What follows belongs to an exercise in optimizing a design on an open flow for small area, a short achievable clock period and few clock cycles per item; a production flow would make more cautious choices.
RTL that was checked went through simulation tests only; none was proved equivalent to the original.

==> 01-14 <==
// velocity_reflector
module velocity_reflector #(
  parameter int unsigned WIDTH      = billiard_fx_pkg::WIDTH,
  parameter int unsigned FRAC_WIDTH = billiard_fx_pkg::FRAC_WIDTH
) (
  input  logic             clk,
  input  logic             rst_n,
  input  logic             in_valid,
  output logic             in_ready,
  input  logic [WIDTH-1:0] vx,
  input  logic [WIDTH-1:0] vy,
  input  logic [WIDTH-1:0] nx,
  input  logic [WIDTH-1:0] ny,
  output logic             out_valid,
  input  logic             out_ready,
  output logic [WIDTH-1:0] vx_out,
  output logic [WIDTH-1:0] vy_out,
  output logic             out_reflected,
  output logic             out_sat
);
  localparam logic [WIDTH-1:0] POS_LIM = {1'b0, {(WIDTH-1){1'b1}}};
  localparam logic [WIDTH-1:0] NEG_LIM = {1'b1, {(WIDTH-1){1'b0}}};
  logic             in_v;
  logic [WIDTH-1:0] i_vx, i_vy, i_nx, i_ny;
  logic             s_v;
  logic [WIDTH-1:0] s_vx, s_vy, s_nx, s_ny, s_k;
  logic             s_sat;
  logic             out_free;
  logic             in_take;
  logic [WIDTH-1:0] m1_a, m1_b, m2_a, m2_b, m1_y, m2_y;
  logic             m1_sat, m2_sat;
  logic [WIDTH:0]   sum, dif_x, dif_y;
  logic [WIDTH-1:0] d, k, r_x, r_y;
  logic             neg, sum_sat, dbl_sat, dx_sat, dy_sat;
  logic             sat_1, sat_2;
  function automatic logic [WIDTH:0] add_sat(input logic [WIDTH-1:0] a,
                                             input logic [WIDTH-1:0] b,
  ...
==> module velocity_reflector, before the edit <==
module velocity_reflector #(
  parameter int unsigned WIDTH      = billiard_fx_pkg::WIDTH,
  parameter int unsigned FRAC_WIDTH = billiard_fx_pkg::FRAC_WIDTH
) (
  input  logic             clk,
  input  logic             rst_n,
  input  logic             in_valid,
  output logic             in_ready,
  input  logic [WIDTH-1:0] vx,
  input  logic [WIDTH-1:0] vy,
  input  logic [WIDTH-1:0] nx,
  input  logic [WIDTH-1:0] ny,
  output logic             out_valid,
  input  logic             out_ready,
  output logic [WIDTH-1:0] vx_out,
  output logic [WIDTH-1:0] vy_out,
  output logic             out_reflected,
  output logic             out_sat
);
  localparam logic [WIDTH-1:0] POS_LIM = {1'b0, {(WIDTH-1){1'b1}}};
  localparam logic [WIDTH-1:0] NEG_LIM = {1'b1, {(WIDTH-1){1'b0}}};
  logic             in_v;
  logic [WIDTH-1:0] i_vx, i_vy, i_nx, i_ny;
  logic             s_v;
  logic [WIDTH-1:0] s_vx, s_vy, s_nx, s_ny, s_k;
  logic             s_sat;
  logic             out_free;
  logic             in_take;
  logic [WIDTH-1:0] m1_a, m1_b, m2_a, m2_b, m1_y, m2_y;
  logic             m1_sat, m2_sat;
  logic [WIDTH:0]   sum, dif_x, dif_y;
  logic [WIDTH-1:0] d, k, r_x, r_y;
  logic             neg, sum_sat, dbl_sat, dx_sat, dy_sat;
  logic             sat_1, sat_2;
  function automatic logic [WIDTH:0] add_sat(input logic [WIDTH-1:0] a,
                                             input logic [WIDTH-1:0] b,
                                             input logic             sub);
    logic [WIDTH:0] s;
    if (sub) s = {a[WIDTH-1], a} - {b[WIDTH-1], b};
    else     s = {a[WIDTH-1], a} + {b[WIDTH-1], b};
    if (s[WIDTH] != s[WIDTH-1]) add_sat = {1'b1, (s[WIDTH] ? NEG_LIM : POS_LIM)};
    else                        add_sat = {1'b0, s[WIDTH-1:0]};
  endfunction
  assign m1_a = s_v ? s_k  : i_vx;
  assign m1_b = s_v ? s_nx : i_nx;
  assign m2_a = s_v ? s_k  : i_vy;
  assign m2_b = s_v ? s_ny : i_ny;
  fx_mul_sat #(.WIDTH(WIDTH), .FRAC_WIDTH(FRAC_WIDTH)) u_mul1 (
    .a(m1_a), .b(m1_b), .y(m1_y), .sat(m1_sat)
  );
  fx_mul_sat #(.WIDTH(WIDTH), .FRAC_WIDTH(FRAC_WIDTH)) u_mul2 (
    .a(m2_a), .b(m2_b), .y(m2_y), .sat(m2_sat)
  );
  always_comb begin
    sum     = add_sat(m1_y, m2_y, 1'b0);
    sum_sat = sum[WIDTH];
    d       = sum[WIDTH-1:0];
    neg     = d[WIDTH-1];
    dbl_sat = d[WIDTH-1] != d[WIDTH-2];
    k       = dbl_sat ? (d[WIDTH-1] ? NEG_LIM : POS_LIM) : {d[WIDTH-2:0], 1'b0};
    sat_1   = m1_sat | m2_sat | sum_sat | (neg & dbl_sat);
  end
  always_comb begin
    dif_x  = add_sat(s_vx, m1_y, 1'b1);
    dif_y  = add_sat(s_vy, m2_y, 1'b1);
    dx_sat = dif_x[WIDTH];
    dy_sat = dif_y[WIDTH];
    r_x    = dif_x[WIDTH-1:0];
    r_y    = dif_y[WIDTH-1:0];
    sat_2  = s_sat | m1_sat | m2_sat | dx_sat | dy_sat;
  end
  assign out_free = !out_valid || out_ready;
  assign in_take  = in_v && !s_v && out_free;
  assign in_ready = !in_v || in_take;
  always_ff @(posedge clk or negedge rst_n) begin
    if (!rst_n) begin
      in_v      <= 1'b0;
      s_v       <= 1'b0;
      out_valid <= 1'b0;
    end else begin
      if (in_ready) in_v <= in_valid;
      if (s_v) begin
        if (out_free) s_v <= 1'b0;
      end else begin
        s_v <= in_take && neg;
      end
      if (out_free) out_valid <= s_v || (in_v && !neg);
    end
  end
  always_ff @(posedge clk) begin
    if (in_ready) begin
      i_vx <= vx;
      i_vy <= vy;
      i_nx <= nx;
      i_ny <= ny;
    end
    if (!s_v) begin
      s_vx  <= i_vx;
      s_vy  <= i_vy;
      s_nx  <= i_nx;
      s_ny  <= i_ny;
      s_k   <= k;
      s_sat <= sat_1;
    end
    if (out_free) begin
      vx_out        <= s_v ? r_x : i_vx;
      vy_out        <= s_v ? r_y : i_vy;
      out_reflected <= s_v;
      out_sat       <= s_v ? sat_2 : sat_1;
    end
  end
endmodule
Settings: LEC_CHECK=0, ABC_AREA=1, CAP_MARGIN=20, CORE_MARGIN=2, CORE_UTILIZATION=40, PLACE_DENSITY=0.6, SETUP_SLACK_MARGIN=5, SLEW_MARGIN=20; clock period 16.0 ns.
run.sh (not shown) runs the stock make flow with config.mk's settings and CLKGATE_MAP_FILE= SYNTH_SCRIPT=/design/flow/synth_recipe.tcl, a recipe that flattens the netlist after the stock synthesis.
==> 04-16 (differences from 01-14) <==
--- a/flow/design.v
+++ b/flow/design.v
@@ -3033,16 +3033,15 @@
   localparam logic [WIDTH-1:0] NEG_LIM = {1'b1, {(WIDTH-1){1'b0}}};
   logic             in_v;
   logic [WIDTH-1:0] i_vx, i_vy, i_nx, i_ny;
-  logic             s_v;
-  logic [WIDTH-1:0] s_vx, s_vy, s_nx, s_ny, s_k;
-  logic             s_sat;
-  logic             out_free;
-  logic             in_take;
-  logic [WIDTH-1:0] m1_a, m1_b, m2_a, m2_b, m1_y, m2_y;
+  logic             w_v, w_s2, w_sat;
+  logic [WIDTH-1:0] w_a1, w_b1, w_a2, w_b2;
+  logic             out_free, w_adv, w_to2, w_free;
+  logic [WIDTH-1:0] n_a1, n_b1, n_a2, n_b2;
+  logic [WIDTH-1:0] m1_y, m2_y;
   logic             m1_sat, m2_sat;
   logic [WIDTH:0]   sum, dif_x, dif_y;
-  logic [WIDTH-1:0] d, k, r_x, r_y;
-  logic             neg, sum_sat, dbl_sat, dx_sat, dy_sat;
+  logic [WIDTH-1:0] d, k;
+  logic             neg, dbl_sat;
   logic             sat_1, sat_2;
   function automatic logic [WIDTH:0] add_sat(input logic [WIDTH-1:0] a,
                                              input logic [WIDTH-1:0] b,
@@ -3053,50 +3052,49 @@
     if (s[WIDTH] != s[WIDTH-1]) add_sat = {1'b1, (s[WIDTH] ? NEG_LIM : POS_LIM)};
     else                        add_sat = {1'b0, s[WIDTH-1:0]};
   endfunction
-  assign m1_a = s_v ? s_k  : i_vx;
-  assign m1_b = s_v ? s_nx : i_nx;
-  assign m2_a = s_v ? s_k  : i_vy;
-  assign m2_b = s_v ? s_ny : i_ny;
   fx_mul_sat #(.WIDTH(WIDTH), .FRAC_WIDTH(FRAC_WIDTH)) u_mul1 (
-    .a(m1_a), .b(m1_b), .y(m1_y), .sat(m1_sat)
+    .a(w_a1), .b(w_b1), .y(m1_y), .sat(m1_sat)
   );
   fx_mul_sat #(.WIDTH(WIDTH), .FRAC_WIDTH(FRAC_WIDTH)) u_mul2 (
-    .a(m2_a), .b(m2_b), .y(m2_y), .sat(m2_sat)
+    .a(w_a2), .b(w_b2), .y(m2_y), .sat(m2_sat)
   );
   always_comb begin
     sum     = add_sat(m1_y, m2_y, 1'b0);
-    sum_sat = sum[WIDTH];
     d       = sum[WIDTH-1:0];
     neg     = d[WIDTH-1];
     dbl_sat = d[WIDTH-1] != d[WIDTH-2];
     k       = dbl_sat ? (d[WIDTH-1] ? NEG_LIM : POS_LIM) : {d[WIDTH-2:0], 1'b0};
-    sat_1   = m1_sat | m2_sat | sum_sat | (neg & dbl_sat);
+    sat_1   = m1_sat | m2_sat | sum[WIDTH] | (neg & dbl_sat);
   end
   always_comb begin
-    dif_x  = add_sat(s_vx, m1_y, 1'b1);
-    dif_y  = add_sat(s_vy, m2_y, 1'b1);
-    dx_sat = dif_x[WIDTH];
-    dy_sat = dif_y[WIDTH];
-    r_x    = dif_x[WIDTH-1:0];
-    r_y    = dif_y[WIDTH-1:0];
-    sat_2  = s_sat | m1_sat | m2_sat | dx_sat | dy_sat;
+    dif_x = add_sat(vx_out, m1_y, 1'b1);
+    dif_y = add_sat(vy_out, m2_y, 1'b1);
+    sat_2 = w_sat | m1_sat | m2_sat | dif_x[WIDTH] | dif_y[WIDTH];
   end
   assign out_free = !out_valid || out_ready;
-  assign in_take  = in_v && !s_v && out_free;
-  assign in_ready = !in_v || in_take;
+  assign w_adv    = w_v && out_free;
+  assign w_to2    = w_adv && !w_s2 && neg;
+  assign w_free   = !w_v || (w_adv && (w_s2 || !neg));
+  assign in_ready = !in_v;
+  assign n_a1 = in_v ? i_vx : vx;
+  assign n_b1 = in_v ? i_nx : nx;
+  assign n_a2 = in_v ? i_vy : vy;
+  assign n_b2 = in_v ? i_ny : ny;
   always_ff @(posedge clk or negedge rst_n) begin
     if (!rst_n) begin
       in_v      <= 1'b0;
-      s_v       <= 1'b0;
+      w_v       <= 1'b0;
+      w_s2      <= 1'b0;
       out_valid <= 1'b0;
     end else begin
-      if (in_ready) in_v <= in_valid;
-      if (s_v) begin
-        if (out_free) s_v <= 1'b0;
-      end else begin
-        s_v <= in_take && neg;
+      in_v <= (in_v || in_valid) && !w_free;
+      if (w_free) begin
+        w_v  <= in_v || in_valid;
+        w_s2 <= 1'b0;
+      end else if (w_to2) begin
+        w_s2 <= 1'b1;
       end
-      if (out_free) out_valid <= s_v || (in_v && !neg);
+      if (out_free) out_valid <= w_v && (w_s2 || !neg);
     end
   end
   always_ff @(posedge clk) begin
@@ -3106,19 +3104,21 @@
       i_nx <= nx;
       i_ny <= ny;
     end
-    if (!s_v) begin
-      s_vx  <= i_vx;
-      s_vy  <= i_vy;
-      s_nx  <= i_nx;
-      s_ny  <= i_ny;
-      s_k   <= k;
-      s_sat <= sat_1;
+    if (w_to2) begin
+      w_a1  <= k;
+      w_a2  <= k;
+      w_sat <= sat_1;
+    end else if (w_free) begin
+      w_a1 <= n_a1;
+      w_b1 <= n_b1;
+      w_a2 <= n_a2;
+      w_b2 <= n_b2;
     end
     if (out_free) begin
-      vx_out        <= s_v ? r_x : i_vx;
-      vy_out        <= s_v ? r_y : i_vy;
-      out_reflected <= s_v;
-      out_sat       <= s_v ? sat_2 : sat_1;
+      vx_out        <= w_s2 ? dif_x[WIDTH-1:0] : w_a1;
+      vy_out        <= w_s2 ? dif_y[WIDTH-1:0] : w_a2;
+      out_reflected <= w_s2;
+      out_sat       <= w_s2 ? sat_2 : sat_1;
     end
   end
 endmodule
- CORE_UTILIZATION: 40 -> 60
- PLACE_DENSITY: 0.6 -> 0.75
==> qor summary <==
                                                                                        04-16             01-14
Result of the run                                                              finished clean    finished clean
Endpoint of the worst register-to-register path                             w_a1[2]$_DFFE_PP_  s_k[3]$_DFFE_PN_
Number of placed instances, taps included                                                8516              9062
Met2 Resource Use GR                                                                    64.9%             48.3%
Area of all placed cells without fillers                                            68400 um2         74000 um2
Number of cells in the finished layout apart from fillers                                8746              9438
Insertion delay of the later-clocked pin in the worst-skew pair                       0.64 ns           0.70 ns
Total half-perimeter wirelength after legalization and detailed placement           174000 um         185000 um
Period utilisation layout                                                               66.7%             68.9%
Drt wl/cell                                                                           27.9 um           28.3 um
Layout cell share with drive strength beyond 1                                          8.91%             15.1%
Site Rows                                                                                 117               145
#MultiIn Comb                                                                            5543              5400
Inserted Clock Buffers                                                                     40                50
Startpoint of the lowest-slack register-to-register path                   w_a1[23]$_DFFE_PP_     s_v$_DFF_PN0_
Levels on crit path                                                                        46                57
Horiz. Die Dim                                                                         324 um            401 um
Number of cells on the worst reg-to-reg path                                               46                57
Testbench counts of 04-16, summed over its fixed seeds: cycles 3,684, items 2,400.
No functional check of the RTL was part of 01-14.

static timing again, ports no longer ideal:
How much do the figures lean on ideal ports? The routed layouts below were timed once more, with nothing changed but the port constraints.
Step 1 sets driving cells, clkbuf_16 on the clock port and buf_2 on the other inputs (assumed; they add their load-dependent delay and slew).
Step 2 adds t to the input delays and takes it off the output delays; t is the mean of the earliest and latest rising clock arrival at the registers after step 1. Input paths then give back, and output paths get back, about the clock's delay inside the block.
Slacks: ideal ports / drivers / drivers and shift; pairs: ideal ports / drivers.
run | t, ns | slack for setup (ns) | latest minus earliest clock arrival (ns)
01-14 | 0.734 | 4.969 / 4.969 / 4.969 | 0.092 / 0.091
04-16 | 0.679 | 5.336 / 5.336 / 5.336 | 0.073 / 0.073
After both steps every run listed still meets setup and hold.
